Background: an optimization exercise with open tools, aiming at small area, a short achievable clock period and few clock cycles per item. Do not read the settings as production practice. In this exercise RTL edits were held to simulation tests only and were not proved equivalent to the original. Power is estimated from default activity; no workload was simulated.

File: flow/constraint.sdc
create_clock -name core_clock -period 5.0 [get_ports {clk}]
set_input_delay 1.0000 -clock core_clock [delete_from_list [all_inputs] [get_ports {clk}]]
set_output_delay 1.0000 -clock core_clock [all_outputs]
set_load 0.01 [all_outputs]
File: flow/config.mk
export PLATFORM = sky130hd
export DESIGN_NAME = pdec_updt_top
export DESIGN_NICKNAME = pdec_updt_top
export VERILOG_FILES = /design/flow/design.v
export SDC_FILE = /design/flow/constraint.sdc
export NUM_CORES = 4
export LEC_CHECK = 0
export CAP_MARGIN = 20
export CORE_MARGIN = 2
export CORE_UTILIZATION = 40
export SLEW_MARGIN = 20
File: flow/design.v
package pdec_pkg;
  localparam int num_path   = 8;
  localparam int path_idx_w = 3;
  localparam int pm_idx_w   = 5;
  localparam int num_cand   = 32;    
  localparam int num_k      = 164;
  localparam int info_cnt_w = 8;
  localparam int num_dcrc   = 3;
  typedef logic [path_idx_w-1:0] path_idx_t;
  typedef logic [pm_idx_w-1:0]   pm_idx_t;
  typedef logic [info_cnt_w-1:0] info_cnt_t;
  typedef logic [num_dcrc-1:0]   dcrc_vec_t;
  typedef logic [num_path-1:0]   path_bmp_t;
  typedef logic [3:0]            leaf_bits_t;   
  typedef logic [1:0]            step_idx_t;    
  typedef enum logic [2:0] {
    jt_frozen  = 3'd0,
    jt_rep     = 3'd1,
    jt_bit2_t0 = 3'd2,
    jt_bit2_t1 = 3'd3,
    jt_bit3    = 3'd4,
    jt_bit4    = 3'd5,
    jt_normal  = 3'd7
  } jump_type_e;
  typedef enum logic [1:0] {
    stat_ck      = 2'd0,
    stat_valid   = 2'd1,
    stat_invalid = 2'd3
  } path_stat_e;
  typedef enum logic {
    mode_cd = 1'b0,    
    mode_ck = 1'b1     
  } dcrc_mode_e;
  typedef enum logic [1:0] {
    st_idle,
    st_step,
    st_done
  } seq_state_e;
  typedef struct packed {
    logic                      leaf_mode;
    jump_type_e                jump_type;
    logic [1:0]                dcrc_num;    
    dcrc_mode_e                dcrc_mode;
    dcrc_vec_t                 dcrc_ini;
    info_cnt_t [num_dcrc-1:0]  dcrc_idx;    
  } node_cfg_t;
  typedef struct packed {
    logic      first;      
    logic      fire;       
    step_idx_t idx;
    info_cnt_t info_cnt;
  } step_t;
  typedef struct packed {
    logic      dec;
    path_idx_t idx;
  } list_ent_t;
  typedef struct packed {
    path_bmp_t                 wen;
    info_cnt_t                 waddr;
    list_ent_t [num_path-1:0]  wdata;
  } list_wr_t;
endpackage
`timescale 1ns/1ps
module pdec_bit_seq (
  input  logic                clk,
  input  logic                rst_n,
  input  pdec_pkg::node_cfg_t node_cfg,
  input  logic                dec_start,
  input  logic                upd_valid,
  output logic                upd_ready,
  output pdec_pkg::step_t     step,
  output logic                upd_done
);
  pdec_pkg::seq_state_e state_q;
  pdec_pkg::seq_state_e state_d;
  pdec_pkg::step_idx_t  step_cnt_q;
  pdec_pkg::step_idx_t  last_idx;
  pdec_pkg::info_cnt_t  info_cnt_q;
  logic                 accept;
  logic                 in_step;
  assign accept  = upd_valid & upd_ready;
  assign in_step = (state_q == pdec_pkg::st_step);
  always_comb begin
    last_idx = 2'd0;
    if (node_cfg.leaf_mode) begin
      case (node_cfg.jump_type)
        pdec_pkg::jt_bit2_t0,
        pdec_pkg::jt_bit2_t1: last_idx = 2'd1;
        pdec_pkg::jt_bit3:    last_idx = 2'd2;
        pdec_pkg::jt_bit4:    last_idx = 2'd3;
        default:              last_idx = 2'd0;   
      endcase
    end
  end
  always_comb begin
    state_d = state_q;
    case (state_q)
      pdec_pkg::st_idle: begin
        if (accept) begin
          state_d = node_cfg.leaf_mode ? pdec_pkg::st_step : pdec_pkg::st_done;
        end
      end
      pdec_pkg::st_step: begin
        if (step_cnt_q == last_idx) state_d = pdec_pkg::st_done;
      end
      pdec_pkg::st_done: state_d = pdec_pkg::st_idle;
      default:           state_d = pdec_pkg::st_idle;
    endcase
  end
  always_ff @(posedge clk or negedge rst_n) begin
    if (!rst_n) begin
      state_q <= pdec_pkg::st_idle;
    end else begin
      state_q <= state_d;
    end
  end
  always_ff @(posedge clk or negedge rst_n) begin
    if (!rst_n) begin
      step_cnt_q <= '0;
    end else if (accept) begin
      step_cnt_q <= '0;
    end else if (in_step) begin
      step_cnt_q <= step_cnt_q + 2'd1;
    end
  end
  always_ff @(posedge clk or negedge rst_n) begin
    if (!rst_n) begin
      info_cnt_q <= '0;
    end else if (dec_start) begin
      info_cnt_q <= '0;
    end else if (step.fire) begin
      info_cnt_q <= info_cnt_q + 1'b1;
    end
  end
  assign step.first    = accept;
  assign step.fire     = (accept & ~node_cfg.leaf_mode) | in_step;
  assign step.idx      = in_step ? step_cnt_q : 2'd0;
  assign step.info_cnt = info_cnt_q;
  assign upd_ready = (state_q == pdec_pkg::st_idle);
  assign upd_done  = (state_q == pdec_pkg::st_done);   
endmodule
`timescale 1ns/1ps
module pdec_dec_bit (
  input  logic                                            clk,
  input  logic                                            rst_n,
  input  pdec_pkg::node_cfg_t                             node_cfg,
  input  pdec_pkg::step_t                                 step,
  input  pdec_pkg::path_bmp_t                             srvl_bmp,
  input  pdec_pkg::pm_idx_t    [pdec_pkg::num_path-1:0]   pm_idx,
  input  pdec_pkg::leaf_bits_t [pdec_pkg::num_cand-1:0]   bit_val,
  output pdec_pkg::path_bmp_t                             dec_bit,
  output pdec_pkg::path_idx_t  [pdec_pkg::num_path-1:0]   parent,
  output pdec_pkg::path_bmp_t                             list_wen,
  output pdec_pkg::info_cnt_t                             list_waddr,
  output logic                [4*pdec_pkg::num_path-1:0]  list_wdata
);
  function automatic logic leaf_bit(input pdec_pkg::jump_type_e jt,
                                    input pdec_pkg::step_idx_t  idx,
                                    input pdec_pkg::leaf_bits_t b);
    logic r;
    r = 1'b0;
    case (jt)
      pdec_pkg::jt_bit2_t0: r = (idx == 2'd0) ? (b[3] ^ b[1]) : b[3];
      pdec_pkg::jt_bit2_t1: r = (idx == 2'd0) ? (b[3] ^ b[2]) : b[3];
      pdec_pkg::jt_bit3: begin
        case (idx)
          2'd0:    r = b[3] ^ b[1];
          2'd1:    r = b[3] ^ b[2];
          default: r = b[3];
        endcase
      end
      pdec_pkg::jt_bit4: begin
        case (idx)
          2'd0:    r = ^b;             
          2'd1:    r = b[3] ^ b[1];
          2'd2:    r = b[3] ^ b[2];
          default: r = b[3];
        endcase
      end
      default: r = 1'b0;    
    endcase
    leaf_bit = r;
  endfunction
  pdec_pkg::leaf_bits_t [pdec_pkg::num_path-1:0] nib_q;
  pdec_pkg::path_bmp_t                           wen_q;
  pdec_pkg::info_cnt_t                           waddr_q;
  pdec_pkg::path_bmp_t                           wdec_q;
  pdec_pkg::path_idx_t  [pdec_pkg::num_path-1:0] widx_q;
  logic                 [4*pdec_pkg::num_path-1:0] wdata_flat;
  logic                                          is_rep;
  logic                                          use_parent;
  assign is_rep     = (node_cfg.jump_type == pdec_pkg::jt_rep);
  assign use_parent = (step.idx == 2'd0) | is_rep;   
  for (genvar i = 0; i < pdec_pkg::num_path; i++) begin : g_path
    assign parent[i] = is_rep ? pm_idx[i][3:1] : pm_idx[i][4:2];
    always_ff @(posedge clk) begin
      if (step.first && node_cfg.leaf_mode) begin
        nib_q[i] <= bit_val[pm_idx[i]];
      end
    end
    always_comb begin
      if (!node_cfg.leaf_mode || is_rep) begin
        dec_bit[i] = pm_idx[i][0];
      end else begin
        dec_bit[i] = leaf_bit(node_cfg.jump_type, step.idx, nib_q[i]);
      end
    end
    always_ff @(posedge clk) begin
      if (step.fire) begin
        wdec_q[i] <= dec_bit[i];
        widx_q[i] <= use_parent ? parent[i] : pdec_pkg::path_idx_t'(i);
      end
    end
  end
  always_ff @(posedge clk or negedge rst_n) begin
    if (!rst_n) begin
      wen_q <= '0;
    end else begin
      wen_q <= step.fire ? srvl_bmp : '0;   
    end
  end
  always_ff @(posedge clk) begin
    if (step.fire) begin
      waddr_q <= step.info_cnt;
    end
  end
  always_comb begin
    for (int i = 0; i < pdec_pkg::num_path; i++) begin
      wdata_flat[4*i +: 4] = {wdec_q[i], widx_q[i]};
    end
  end
  assign list_wen   = wen_q;
  assign list_waddr = waddr_q;
  assign list_wdata = wdata_flat;
endmodule
`timescale 1ns/1ps
module pdec_dcrc_path (
  input  logic                                           clk,
  input  logic                                           rst_n,
  input  pdec_pkg::node_cfg_t                            node_cfg,
  input  logic                                           dec_start,
  input  pdec_pkg::step_t                                step,
  input  pdec_pkg::path_bmp_t                            srvl_bmp,
  input  pdec_pkg::path_bmp_t                            dec_bit,
  input  pdec_pkg::path_idx_t  [pdec_pkg::num_path-1:0]  parent,
  input  pdec_pkg::dcrc_vec_t  [pdec_pkg::num_k-1:0]     dcrc_info,
  output pdec_pkg::path_stat_e [pdec_pkg::num_path-1:0]  path_stat,
  output logic                                           early_term
);
  pdec_pkg::dcrc_vec_t  [pdec_pkg::num_path-1:0] dcrc_q;
  pdec_pkg::dcrc_vec_t  [pdec_pkg::num_path-1:0] dcrc_base;
  pdec_pkg::path_stat_e [pdec_pkg::num_path-1:0] stat_q;
  pdec_pkg::dcrc_vec_t                           num_mask;
  pdec_pkg::dcrc_vec_t                           info_mask;
  pdec_pkg::dcrc_vec_t                           chk_d;
  pdec_pkg::dcrc_vec_t                           chk_q;
  pdec_pkg::path_bmp_t                           chk_bmp_q;
  pdec_pkg::path_bmp_t                           fail;
  logic                                          all_invalid;
  logic                                          any_valid;
  always_comb begin
    for (int j = 0; j < pdec_pkg::num_dcrc; j++) begin
      num_mask[j] = (j < node_cfg.dcrc_num);
      chk_d[j]    = step.fire & (j < node_cfg.dcrc_num) &
                    (step.info_cnt == node_cfg.dcrc_idx[j]);
    end
  end
  assign info_mask = (step.fire && (step.info_cnt < pdec_pkg::num_k)) ?
                     (dcrc_info[step.info_cnt] & num_mask) : '0;
  always_ff @(posedge clk or negedge rst_n) begin
    if (!rst_n) begin
      chk_q     <= '0;
      chk_bmp_q <= '0;
    end else begin
      chk_q     <= chk_d;
      chk_bmp_q <= step.fire ? srvl_bmp : '0;   
    end
  end
  for (genvar i = 0; i < pdec_pkg::num_path; i++) begin : g_path
    assign dcrc_base[i] = step.first ? dcrc_q[parent[i]] : dcrc_q[i];
    always_ff @(posedge clk or negedge rst_n) begin
      if (!rst_n) begin
        dcrc_q[i] <= '0;
      end else if (dec_start) begin
        dcrc_q[i] <= node_cfg.dcrc_ini;
      end else if (srvl_bmp[i] && (step.first || step.fire)) begin
        dcrc_q[i] <= dcrc_base[i] ^ (info_mask & {pdec_pkg::num_dcrc{dec_bit[i]}});
      end
    end
    assign fail[i] = chk_bmp_q[i] & (|(chk_q & dcrc_q[i]));
    always_ff @(posedge clk or negedge rst_n) begin
      if (!rst_n) begin
        stat_q[i] <= pdec_pkg::stat_invalid;
      end else if (dec_start) begin
        stat_q[i] <= (i == 0) ? pdec_pkg::stat_valid : pdec_pkg::stat_invalid;
      end else if (step.first) begin
        if (!srvl_bmp[i]) begin
          stat_q[i] <= pdec_pkg::stat_invalid;
        end else if (stat_q[parent[i]] == pdec_pkg::stat_ck) begin
          stat_q[i] <= pdec_pkg::stat_ck;     
        end else begin
          stat_q[i] <= pdec_pkg::stat_valid;
        end
      end else if (fail[i]) begin
        stat_q[i] <= (node_cfg.dcrc_mode == pdec_pkg::mode_cd) ?
                     pdec_pkg::stat_invalid : pdec_pkg::stat_ck;
      end
    end
  end
  assign path_stat = stat_q;
  always_comb begin
    all_invalid = 1'b1;
    any_valid   = 1'b0;
    for (int p = 0; p < pdec_pkg::num_path; p++) begin
      all_invalid = all_invalid & (stat_q[p] == pdec_pkg::stat_invalid);
      any_valid   = any_valid | (stat_q[p] == pdec_pkg::stat_valid);
    end
  end
  assign early_term = (node_cfg.dcrc_mode == pdec_pkg::mode_cd) ? all_invalid : ~any_valid;
endmodule
`timescale 1ns/1ps
module pdec_updt_path (
  input  logic                                           clk,
  input  logic                                           rst_n,
  input  pdec_pkg::node_cfg_t                            node_cfg,
  input  logic                                           dec_start,
  input  logic                                           upd_valid,
  input  pdec_pkg::path_bmp_t                            srvl_bmp,
  input  pdec_pkg::pm_idx_t    [pdec_pkg::num_path-1:0]  pm_idx,
  input  pdec_pkg::leaf_bits_t [pdec_pkg::num_cand-1:0]  bit_val,
  input  pdec_pkg::dcrc_vec_t  [pdec_pkg::num_k-1:0]     dcrc_info,
  output logic                                           upd_ready,
  output logic                                           upd_done,
  output pdec_pkg::path_bmp_t                            list_wen,
  output pdec_pkg::info_cnt_t                            list_waddr,
  output logic                 [4*pdec_pkg::num_path-1:0] list_wdata,
  output pdec_pkg::path_stat_e [pdec_pkg::num_path-1:0]  path_stat,
  output logic                                           early_term
);
  pdec_pkg::step_t                              step;
  pdec_pkg::path_bmp_t                          dec_bit;
  pdec_pkg::path_idx_t [pdec_pkg::num_path-1:0] parent;
  pdec_bit_seq u_bit_seq (
    .clk       (clk),
    .rst_n     (rst_n),
    .node_cfg  (node_cfg),
    .dec_start (dec_start),
    .upd_valid (upd_valid),
    .upd_ready (upd_ready),
    .step      (step),
    .upd_done  (upd_done)
  );
  pdec_dec_bit u_dec_bit (
    .clk      (clk),
    .rst_n    (rst_n),
    .node_cfg (node_cfg),
    .step     (step),
    .srvl_bmp (srvl_bmp),
    .pm_idx   (pm_idx),
    .bit_val  (bit_val),
    .dec_bit  (dec_bit),
    .parent   (parent),
    .list_wen   (list_wen),
    .list_waddr (list_waddr),
    .list_wdata (list_wdata)
  );
  pdec_dcrc_path u_dcrc_path (
    .clk        (clk),
    .rst_n      (rst_n),
    .node_cfg   (node_cfg),
    .dec_start  (dec_start),
    .step       (step),
    .srvl_bmp   (srvl_bmp),
    .dec_bit    (dec_bit),
    .parent     (parent),
    .dcrc_info  (dcrc_info),
    .path_stat  (path_stat),
    .early_term (early_term)
  );
endmodule
`timescale 1ns/1ps
module pdec_updt_top (
  input  logic         clk,
  input  logic         rst_n,
  input  logic         cfg_leaf_mode,
  input  logic [2:0]   cfg_jump_type,
  input  logic [1:0]   cfg_dcrc_num,
  input  logic         cfg_dcrc_mode,
  input  logic [2:0]   cfg_dcrc_ini,
  input  logic [23:0]  cfg_dcrc_idx,
  input  logic         dec_start,
  input  logic         upd_valid,
  input  logic [7:0]   srvl_bmp,
  input  logic [39:0]  pm_idx,
  input  logic [127:0] bit_val,
  input  logic [491:0] dcrc_info,
  output logic         upd_ready,
  output logic         upd_done,
  output logic [7:0]   list_wen,
  output logic [7:0]   list_waddr,
  output logic [31:0]  list_wdata,
  output logic [15:0]  path_stat,
  output logic         early_term
);
  pdec_pkg::node_cfg_t                           node_cfg;
  pdec_pkg::path_stat_e [pdec_pkg::num_path-1:0] stat;
  assign node_cfg = {cfg_leaf_mode, cfg_jump_type, cfg_dcrc_num, cfg_dcrc_mode,
                     cfg_dcrc_ini, cfg_dcrc_idx};
  pdec_updt_path u_updt_path (
    .clk        (clk),
    .rst_n      (rst_n),
    .node_cfg   (node_cfg),
    .dec_start  (dec_start),
    .upd_valid  (upd_valid),
    .srvl_bmp   (srvl_bmp),
    .pm_idx     (pm_idx),
    .bit_val    (bit_val),
    .dcrc_info  (dcrc_info),
    .upd_ready  (upd_ready),
    .upd_done   (upd_done),
    .list_wen   (list_wen),
    .list_waddr (list_waddr),
    .list_wdata (list_wdata),
    .path_stat  (stat),
    .early_term (early_term)
  );
  assign path_stat  = stat;
endmodule
File: flow/run.sh
#!/bin/bash
# synth_recipe.tcl (not shown) runs the flow's synth.tcl, then flattens the netlist and writes it again
# the make line also repeats each setting of config.mk as NAME=value (left out here)
make -C /OpenROAD-flow-scripts/flow DESIGN_CONFIG=/design/flow/config.mk WORK_HOME=/design/flow/orfs CLKGATE_MAP_FILE= SYNTH_SCRIPT=/design/flow/synth_recipe.tcl finish
==> run notes <==
outcome timing/DRC/antenna clean; power per cell area 288 nW/µm²; worst-case clock buffer depth 2; core box area between 50000 and 60000 µm²; syn_nets roughly 2700; Ports approximately 770; fraction of registers with async set/reset 0.467; cts repair resizes 0; mux contribution to synthesized area 0.502; Rel. slew slack 0.226; fmax 250 MHz; Avg Cell Area, Syn 11.3 µm²; Global Route Usage Sum 0.436; share of the synthesized area in the top cell type 0.426; Synth Area in Compound Gates 0.152; Post-synth EDFFs 72; Layout Area Growth over Synthesis 40.8%; Mapped Cells 1981; HPWL Detailed 102 mm; Iter 0 DRT Violations 3881; number of routed nets with antenna violations 0; max_cap viols 0; CP startpoint kind flop; setup TNS 0 ns; Worst-Skew Late Latency 0.44 ns; Post-Syn Area ~22000 µm²; Cell variety after synth 82; Reg clk slew, reported paths 0.07 ns; CTS tree yes; Root Driver clkbuf_16; commonest non-fill, non-tap cell in the layout clkdlybuf4s50_1; gr ovfl total 0; Slew Viols, Final 0; XOR/XNOR Fraction of Synth Area 0.0277; main area contributors after synthesis mux4_2, edfxtp_1, dfrtp_1; routed length per instance 37.4 µm; RSZ-0062 raised after global routing no; Worst EP arrival 4.32 ns; simple logic cell fraction of the synthesized area 0.0964; clk_skew 0.0100 ns; first-pass GRT wire length 177 mm; adder-cell share of the synthesized area 0.00167; fillers 4683; IO buf count 772; Vias/cell 7.03; vias in the first global route 23400; gpl congestion ~1.1; cts hold-fix bufs 0; Clock Sinks 135; H-tree levels 4; setup bufs post-CTS 0; Setup crit end kind flop; P_leak 10.8 nW; layout cells sized above 1 0.259; minimum clock period 4.00 ns; via count 24200; Site Rows 86; Worst Tran Pin Value 1.16 ns; nets@finish 3364; Total Routed Length 129 mm; maximum VDD drop 0.288 mV; Die H approximately 240 µm; Initial Utilization 0.406; Crit path required time 5.32 ns; die area 58100 µm²; Die Wd 241 µm; cell taking the most area after synthesis mux4_2; Syn. warnings 3; largest family of logic cells by synthesized area multiplexers; Min-Delay Path Class reg -> reg; Seq. cell area 3770 µm²; CP Class reg -> reg; # setup viols final 0; Final Cycle Share 0.800; TritonCTS Buffers 17; register bit count reported by yosys 135; largest net degree at the start of global routing 67; most frequent cells in the layout clkdlybuf4s50_1, mux4_2, nand2_1; Hold Fails Final Rpt 0; overall power 9.10 mW; footprint of the multi-input gates 17500 µm²; main flop type after synthesis edfxtp_1; Remaining DRCs 0; initial antenna violation count between 40 and 50; DR pass1 iterations 6; post-synthesis sequential area ratio 0.167; Crit Path Max Fanout 34
per-stage QoR:
stage	hold WS, ns	setup WS (ns)	util	cell area, µm²	cells
final	0.532	1.00	0.572	31600	3441
after global routing	0.549	0.831	0.572	31600	3433
after CTS	0.533	1.02	0.571	31600	3414
after detailed placement	0.524	0.599	0.560	31000	3382
after global placement	0.522	0.640	0.560	31000	3382
after floorplan	0.423	1.66	-	22500	1981
cell families after synthesis:
kind of cell / Yosys count
multiplexers: 567
AO/OA/AOI/OAI: 481
XOR/XNOR: 71
AND/OR/NAND/NOR: 450
adder cells (fa/ha/maj): 3
buffers and inverters: 274
flip-flops: 135
critical path, stage by stage, from the launching register on:
cell,delay [ns]
dfrtp_4,0.81
buf_12,0.30
buf_4,0.35
mux4_2,0.28
a22oi_1,0.07
a21oi_1,0.23
o21ai_0,0.21
and4b_1,0.29
nor4_4,0.89
mux2i_1,0.32
nor2_1,0.08
state kept, by name, summed over array words and instances, names as in the netlist:
| name | count |
|---|---|
| u_updt_path.u_dec_bit.nib_q | 32 |
| u_updt_path.u_bit_seq.info_cnt_q | 8 |
| u_updt_path.u_dec_bit.wdec_q | 8 |
| u_updt_path.u_dcrc_path.dcrc_q | 24 |
| u_updt_path.u_dcrc_path.chk_q | 3 |
| u_updt_path.u_dec_bit.widx_q | 24 |
| u_updt_path.u_bit_seq.state_q | 2 |
| u_updt_path.u_dcrc_path.stat_q | 16 |
| u_updt_path.u_dec_bit.waddr_q | 8 |
| u_updt_path.u_dcrc_path.chk_bmp_q | 8 |
| u_updt_path.u_bit_seq.step_cnt_q | 2 |
metal layers:
layer	routed length, µm	vias up	GRT usage
met2	55500	2107	0.628
met5	186	-	0.00421
met4	9070	28	0.262
met1	45900	12100	0.554
met3	18000	386	0.168
li1	-	9629	-
cell type report:
type                            count  area share
Tap cell                          748      0.0296
Antenna cell                       25     0.00198
Clock buffer                       20      0.0151
Timing Repair Buffer              886       0.272
Sequential cell                   135       0.119
Multi-Input combinational cell   1572       0.554
Clock inverter                     12     0.00281
Inverter                           43     0.00510
worst paths after layout:
path	startpoint	endpoint	slack, ns	cells after the start
worst max-delay path	u_updt_path.u_bit_seq.info_cnt_q[0]	u_updt_path.u_dcrc_path.dcrc_q[14]	1.00	10
worst min-delay path	u_updt_path.u_dcrc_path.stat_q[8]	u_updt_path.u_dcrc_path.stat_q[8]	0.53	2
worst max register to register	u_updt_path.u_bit_seq.info_cnt_q[0]	u_updt_path.u_dcrc_path.dcrc_q[14]	1.00	10
worst min register to register	u_updt_path.u_dcrc_path.stat_q[8]	u_updt_path.u_dcrc_path.stat_q[8]	0.53	2
max in group asynchronous	rst_n	u_updt_path.u_dcrc_path.stat_q[12]	3.56	2
min in group asynchronous	rst_n	u_updt_path.u_dcrc_path.chk_bmp_q[1]	0.58	1
Yosys cell counts, types with 19 or more instances:
cell / instances
mux2_2: 53
inv_1: 41
and2_1: 30
mux4_2: 425
xnor2_1: 57
dfrtp_1: 47
nor2_1: 99
clkbuf_1: 139
edfxtp_1: 72
buf_2: 37
a21oi_1: 71
a211oi_1: 85
o211ai_1: 40
mux2i_1: 76
o21ai_0: 71
or2_2: 19
a311oi_1: 19
nand2_1: 170
buf_1: 37
nand3_1: 34
a31oi_1: 19
a22oi_1: 25
report_power, final:
part / switching (mW) / internal [mW] / total (mW)
sequential: 0.648 / 1.54 / 2.19
combinational: 2.87 / 2.78 / 5.65
clock: 0.560 / 0.700 / 1.26
Testbench counts, summed over its fixed seeds: cycles 10,369, updates 3,072.

[separate check: timing with driven ports]
The results above use ideal ports. As a check the final layout listed here was re-extracted and re-timed, cells and wires unchanged. Step 1, drivers: a clkbuf_16 drives clk and a buf_2 each remaining input, both assumed. Step 2, shift: input delay + t, output delay - t, t = (earliest + latest rising clock arrival at the registers) / 2. This alone moves slack from input paths to output paths. Slacks: ideal / step 1 / step 2; pairs: ideal / step 1.
shift t [ns]: 0.498
slack for setup (ns): 1.001 / 1.001 / 0.578
worst setup path after step 2: input to register
worst slew at a driven data input, ns: 0.26
pins driven straight from the clock port: 1
After both steps this run still meets setup and hold. For this run, drivers alone change the setup slack by 0.000 ns; drivers and shift together by -0.423 ns.
